From an optimization exercise on the open Yosys and OpenROAD flow, aimed at small area and a short achievable clock period; shortcuts taken in it are not production practice. The RTL was checked by simulation tests, not by an equivalence proof against the original design. The flow treats the clock pin as an ideal source, which a real chip does not have.

Setup of run 1:
Design mac_pipe_nxn, start of the top module:
module mac_pipe_nxn #(
    parameter int unsigned DW    = 32,
    parameter int unsigned LAT   = 3,
    parameter int unsigned GUARD = 8
) (
    input  logic                  i_clk,
    input  logic                  i_rstn,
    input  logic                  i_valid,
    output logic                  o_ready,
    input  logic                  i_multa_ns,
    input  logic                  i_multb_ns,
    input  logic [DW-1:0]         i_multa,
    input  logic [DW-1:0]         i_multb,
    input  logic                  i_acc_en,
    input  logic                  i_acc_clr,
    output logic                  o_valid,
    input  logic                  i_ready,
    output logic [2*DW-1:0]       o_product,
    output logic [2*DW+GUARD-1:0] o_acc,
    output logic                  o_acc_ovf
);
==> flow/config.mk <==
export PLATFORM = sky130hd
export DESIGN_NAME = mac_pipe_nxn
export DESIGN_NICKNAME = mac_pipe_nxn
export VERILOG_FILES = /design/flow/design.v
export SDC_FILE = /design/flow/constraint.sdc
export NUM_CORES = 4
export LEC_CHECK = 0
export ABC_AREA = 1
export CAP_MARGIN = 20
export CORE_MARGIN = 2
export CORE_UTILIZATION = 60
export SLEW_MARGIN = 20
export SYNTH_HIERARCHICAL = 1
export SYNTH_MINIMUM_KEEP_SIZE = 0
==> flow/constraint.sdc <==
create_clock -name core_clock -period 12.5 [get_ports {i_clk}]
set_input_delay 2.5000 -clock core_clock [delete_from_list [all_inputs] [get_ports {i_clk}]]
set_output_delay 2.5000 -clock core_clock [all_outputs]
set_load 0.01 [all_outputs]
standard.sh (not shown) runs the stock make flow with config.mk's settings and CLKGATE_MAP_FILE= SYNTH_SCRIPT=/design/flow/synth_recipe.tcl, a recipe that flattens the netlist after the stock synthesis.
==> flow/flow/run.sh <==
#!/bin/bash
# Layout flow: the standard flow (standard.sh runs every ORFS step from synthesis to
# finish) with these settings changed:
#  - the ports are buffered with sky130_fd_sc_hd__buf_1 cells (buffer_ports -buffer_cell);
#  - the timing repair steps aim for 7.1 ns of setup slack (SETUP_SLACK_MARGIN);
#  - clock tree synthesis: -sink_clustering_enable -repair_clock_nets -buf_list sky130_fd_sc_hd__clkbuf_4 -dont_use_dummy_load
#  - after clock tree synthesis, flow/recover.tcl sizes down cells off the critical paths.
# The constraints (clock period, input and output delays, loads) are the standard flow's, unchanged.
# make's output goes to make_finish.log; each ORFS step logs to orfs/logs/.
set -euo pipefail
bash standard.sh "BUFFER_PORTS_ARGS=-buffer_cell sky130_fd_sc_hd__buf_1" "SETUP_SLACK_MARGIN=7.1" \
  "CTS_ARGS=-sink_clustering_enable -repair_clock_nets -buf_list sky130_fd_sc_hd__clkbuf_4 -dont_use_dummy_load" "POST_CTS_TCL=$PWD/flow/recover.tcl" finish > make_finish.log 2>&1
==> flow/flow/recover.tcl <==
# Run after clock tree synthesis (POST_CTS_TCL): size down cells on paths whose setup
# slack stays above the repair margin; the later repair steps fix what this breaks.
log_cmd estimate_parasitics -placement
log_cmd repair_timing -recover_power 100 -slack_margin 7.1 -verbose
detailed_placement
Input-level comparison between run 2 and run 1:
# run 1
export LEC_CHECK = 0
export ABC_AREA = 1
export CAP_MARGIN = 20
export CORE_MARGIN = 2
export CORE_UTILIZATION = 60
export SLEW_MARGIN = 20
export SYNTH_HIERARCHICAL = 1
export SYNTH_MINIMUM_KEEP_SIZE = 0
create_clock -name core_clock -period 12.5 [get_ports {i_clk}]
# run 2
export LEC_CHECK = 0
export ABC_AREA = 1
export CAP_MARGIN = 0
export CORE_MARGIN = 2
export CORE_UTILIZATION = 70
export SLEW_MARGIN = 0
export SYNTH_HIERARCHICAL = 1
export SYNTH_MINIMUM_KEEP_SIZE = 0
create_clock -name core_clock -period 12.5 [get_ports {i_clk}]
--- a/flow/flow/run.sh
+++ b/flow/flow/run.sh
@@ -6,2 +6 @@
-#  - clock tree synthesis: -sink_clustering_enable -repair_clock_nets -buf_list sky130_fd_sc_hd__clkbuf_4 -dont_use_dummy_load
-#  - after clock tree synthesis, flow/recover.tcl sizes down cells off the critical paths.
+#  - clock tree synthesis: -sink_clustering_enable -repair_clock_nets -buf_list sky130_fd_sc_hd__clkbuf_4 -dont_use_dummy_load -sink_clustering_size 8 -sink_clustering_max_diameter 50
@@ -12 +11 @@
-  "CTS_ARGS=-sink_clustering_enable -repair_clock_nets -buf_list sky130_fd_sc_hd__clkbuf_4 -dont_use_dummy_load" "POST_CTS_TCL=$PWD/flow/recover.tcl" finish > make_finish.log 2>&1
+  "CTS_ARGS=-sink_clustering_enable -repair_clock_nets -buf_list sky130_fd_sc_hd__clkbuf_4 -dont_use_dummy_load -sink_clustering_size 8 -sink_clustering_max_diameter 50" finish > make_finish.log 2>&1
removed: flow/flow/recover.tcl
### Flow results
- Summed area of non-filler cells in the final layout (run 2 over run 1): decrease, about 1.6%
- Run 1 vs run 2, uppermost layer routed: met5 vs met4
- Comparing run 1 and run 2, the lower met1 usage in global routing is on run 1.
- Run 2: met2 routed wirelength lower than run 1
- Summary: with run 1 as the reference, non-clock buffer count in run 2 moved down slightly.
- Diff run 1 -> run 2: portion of the clock cycle consumed by the worst path in the final layout closely matched the old numbers, multi-input logic portion of the cell area increased by 1.0 points relative to the old numbers, global-route wire length before repair decreased by 4.4 mm relative to the old numbers.
Inputs modified between run 2 and run 3:
# run 2
export LEC_CHECK = 0
export ABC_AREA = 1
export CAP_MARGIN = 0
export CORE_MARGIN = 2
export CORE_UTILIZATION = 70
export SLEW_MARGIN = 0
export SYNTH_HIERARCHICAL = 1
export SYNTH_MINIMUM_KEEP_SIZE = 0
create_clock -name core_clock -period 12.5 [get_ports {i_clk}]
# run 3
export LEC_CHECK = 0
export ABC_AREA = 1
export CAP_MARGIN = 0
export CORE_MARGIN = 2
export CORE_UTILIZATION = 60
export SLEW_MARGIN = 0
export SYNTH_HIERARCHICAL = 1
export SYNTH_MINIMUM_KEEP_SIZE = 0
create_clock -name core_clock -period 12.5 [get_ports {i_clk}]
[summary]
Every run (run 2 and run 3) finished clean. Route | run 3 vs run 2 | wire longer in run 3. Area of the die went up by more than 10% going from run 2 to run 3. Run 3 against run 2: utilization of the core after routing fell by 9.6 points; area fraction of clock buffers and clock inverters stayed essentially flat; layout cell share with drive strength beyond 1 rose by 0.19 points.

* * *

run A:
Another version of the RTL of mac_pipe_nxn (not shown whole).
For scale: roughly 320 flip-flops, roughly 210 I/O pins, about 0.037 mm2 of cells after synthesis.
==> flow/config.mk <==
export PLATFORM = sky130hd
export DESIGN_NAME = mac_pipe_nxn
export DESIGN_NICKNAME = mac_pipe_nxn
export VERILOG_FILES = /design/flow/design.v
export SDC_FILE = /design/flow/constraint.sdc
export NUM_CORES = 4
export LEC_CHECK = 0
export ABC_AREA = 1
export CAP_MARGIN = 20
export CORE_MARGIN = 2
export CORE_UTILIZATION = 75
export SLEW_MARGIN = 20
export SYNTH_HIERARCHICAL = 1
export SYNTH_MINIMUM_KEEP_SIZE = 0
==> flow/constraint.sdc <==
create_clock -name core_clock -period 12.5 [get_ports {i_clk}]
set_input_delay 2.5000 -clock core_clock [delete_from_list [all_inputs] [get_ports {i_clk}]]
set_output_delay 2.5000 -clock core_clock [all_outputs]
set_load 0.01 [all_outputs]
==> flow/flow/run.sh <==
#!/bin/bash
# Layout flow: the standard flow (standard.sh runs every ORFS step from synthesis to
# finish) with these settings changed:
#  - the ports are buffered with sky130_fd_sc_hd__buf_1 cells (buffer_ports -buffer_cell);
#  - the timing repair steps aim for 7.1 ns of setup slack (SETUP_SLACK_MARGIN);
#  - clock tree synthesis: -sink_clustering_enable -repair_clock_nets -buf_list sky130_fd_sc_hd__clkbuf_4 -dont_use_dummy_load
# The constraints (clock period, input and output delays, loads) are the standard flow's, unchanged.
# make's output goes to make_finish.log; each ORFS step logs to orfs/logs/.
set -euo pipefail
bash standard.sh "BUFFER_PORTS_ARGS=-buffer_cell sky130_fd_sc_hd__buf_1" "SETUP_SLACK_MARGIN=7.1" \
  "CTS_ARGS=-sink_clustering_enable -repair_clock_nets -buf_list sky130_fd_sc_hd__clkbuf_4 -dont_use_dummy_load" finish > make_finish.log 2>&1
Setup changes, run A to run B
Settings: CORE_UTILIZATION changed from 75 to 60.
==> flow/flow/run.sh <==
#!/bin/bash
# Layout flow: the standard flow (standard.sh runs every ORFS step from synthesis to
# finish) with these settings changed:
#  - the ports are buffered with sky130_fd_sc_hd__buf_1 cells (buffer_ports -buffer_cell);
#  - the timing repair steps aim for 7.1 ns of setup slack (SETUP_SLACK_MARGIN);
#  - clock tree synthesis: -sink_clustering_enable -repair_clock_nets -buf_list sky130_fd_sc_hd__clkbuf_4 -dont_use_dummy_load -sink_clustering_size 10 -sink_clustering_max_diameter 60
# The constraints (clock period, input and output delays, loads) are the standard flow's, unchanged.
# make's output goes to make_finish.log; each ORFS step logs to orfs/logs/.
set -euo pipefail
bash standard.sh "BUFFER_PORTS_ARGS=-buffer_cell sky130_fd_sc_hd__buf_1" "SETUP_SLACK_MARGIN=7.1" \
  "CTS_ARGS=-sink_clustering_enable -repair_clock_nets -buf_list sky130_fd_sc_hd__clkbuf_4 -dont_use_dummy_load -sink_clustering_size 10 -sink_clustering_max_diameter 60" finish > make_finish.log 2>&1
- Core utilization: run B lower than run A
- [compare] base=run A new=run B: number of search-and-repair iterations in the first detailed-routing pass shows a reduction of 2; final routed wirelength across all metal layers picked up an extra 1.9%; worst-case setup margin in the final layout saw an increase.
- Diff run A -> run B | fmax | up slightly
- Diff run A -> run B: non-clock buffer count moved up, storage element area held, maximum fanout count along the critical path lower.
- Looking at detailed-route vias per instance, run B sits below run A.
Relative to run B, the following input files were edited for run C:
==> flow/flow/run.sh <==
#!/bin/bash
# Layout flow: the standard flow (standard.sh runs every ORFS step from synthesis to
# finish) with these settings changed:
#  - the ports are buffered with sky130_fd_sc_hd__buf_1 cells (buffer_ports -buffer_cell);
#  - the timing repair steps aim for 7.1 ns of setup slack (SETUP_SLACK_MARGIN);
#  - clock tree synthesis: -sink_clustering_enable -repair_clock_nets -buf_list sky130_fd_sc_hd__clkbuf_4 -dont_use_dummy_load
# The constraints (clock period, input and output delays, loads) are the standard flow's, unchanged.
# make's output goes to make_finish.log; each ORFS step logs to orfs/logs/.
set -euo pipefail
bash standard.sh "BUFFER_PORTS_ARGS=-buffer_cell sky130_fd_sc_hd__buf_1" "SETUP_SLACK_MARGIN=7.1" \
  "CTS_ARGS=-sink_clustering_enable -repair_clock_nets -buf_list sky130_fd_sc_hd__clkbuf_4 -dont_use_dummy_load" finish > make_finish.log 2>&1
## What came out
Run C completed every stage of the flow, and the final layout passed the timing, design-rule and antenna checks. Run B reached the end of the flow, and the finished layout is clean on the timing, design-rule and antenna checks. Summary: worst hold margin, run C worse than run B. Average routed wire per standard cell shrinks slightly when moving from run B to run C. Min met3 demand-to-capacity share in global routing across run B and run C: run B. Going from run B to run C, met2 track demand over resource in global routing now sits higher; cell area after layout went up. Re setup slack of the critical path after layout: run C is 0.030 ns up on run B. Going from run B to run C, core utilization now larger, mean number of vias per cell dropped 0.32%.
diff inputs: run C => run D
Settings: a deleted ABC_AREA that had been 1; an added ABC_CLOCK_PERIOD_IN_PS of 20000.
No stage failed in run D, and the final checks on the layout all came back clean.
Global-route usage: higher on run D
Clock period minus worst slack up 0.0033 ns in run D wrt run C
When run D is measured against run C, its count of mapped cells out of synthesis turns out 151 lower.
Measured against run C, the count of routing violations after the opening detailed-route iteration of run D comes out at 1.2 times the reference value.
Max met3 layer wire length in the routed design across run D and run C: run D

-- port drivers added, routing unchanged --
The flow's constraints put no driver on any port. The routed layouts listed below were extracted and timed again, unchanged, in two steps. Step 1 (the two cells are an assumption about what drives the block):
set clk [get_ports {i_clk}]
set_driving_cell -lib_cell sky130_fd_sc_hd__clkbuf_16 $clk
set_driving_cell -lib_cell sky130_fd_sc_hd__buf_2 [delete_from_list [all_inputs] $clk]
Step 2 moves the port delays by t, midway between the first and last clock arrival at a register: inputs arrive t later, outputs are due t later. That takes back most of the time a late clock gives input paths. Slacks: no drivers / after step 1 / after step 2; pairs: no drivers / after step 1.
run	shift t [ns]	setup WS [ns]	latest minus earliest clock arrival (ns)
run 1	0.866	7.120 / 7.098 / 7.098	0.111 / 0.112
run 2	0.862	7.123 / 7.090 / 7.090	0.071 / 0.070
run 3	0.904	7.132 / 7.112 / 7.112	0.100 / 0.100
run A	0.871	7.044 / 7.044 / 7.044	0.087 / 0.087
run B	0.835	7.097 / 7.061 / 7.061	0.089 / 0.089
run C	0.853	7.128 / 7.103 / 7.103	0.109 / 0.110
run D	0.836	7.124 / 7.092 / 7.092	0.141 / 0.140
After both steps every run listed still meets setup and hold. For run B, which loses most, drivers alone change the setup slack by -0.036 ns; drivers and shift together by -0.036 ns.
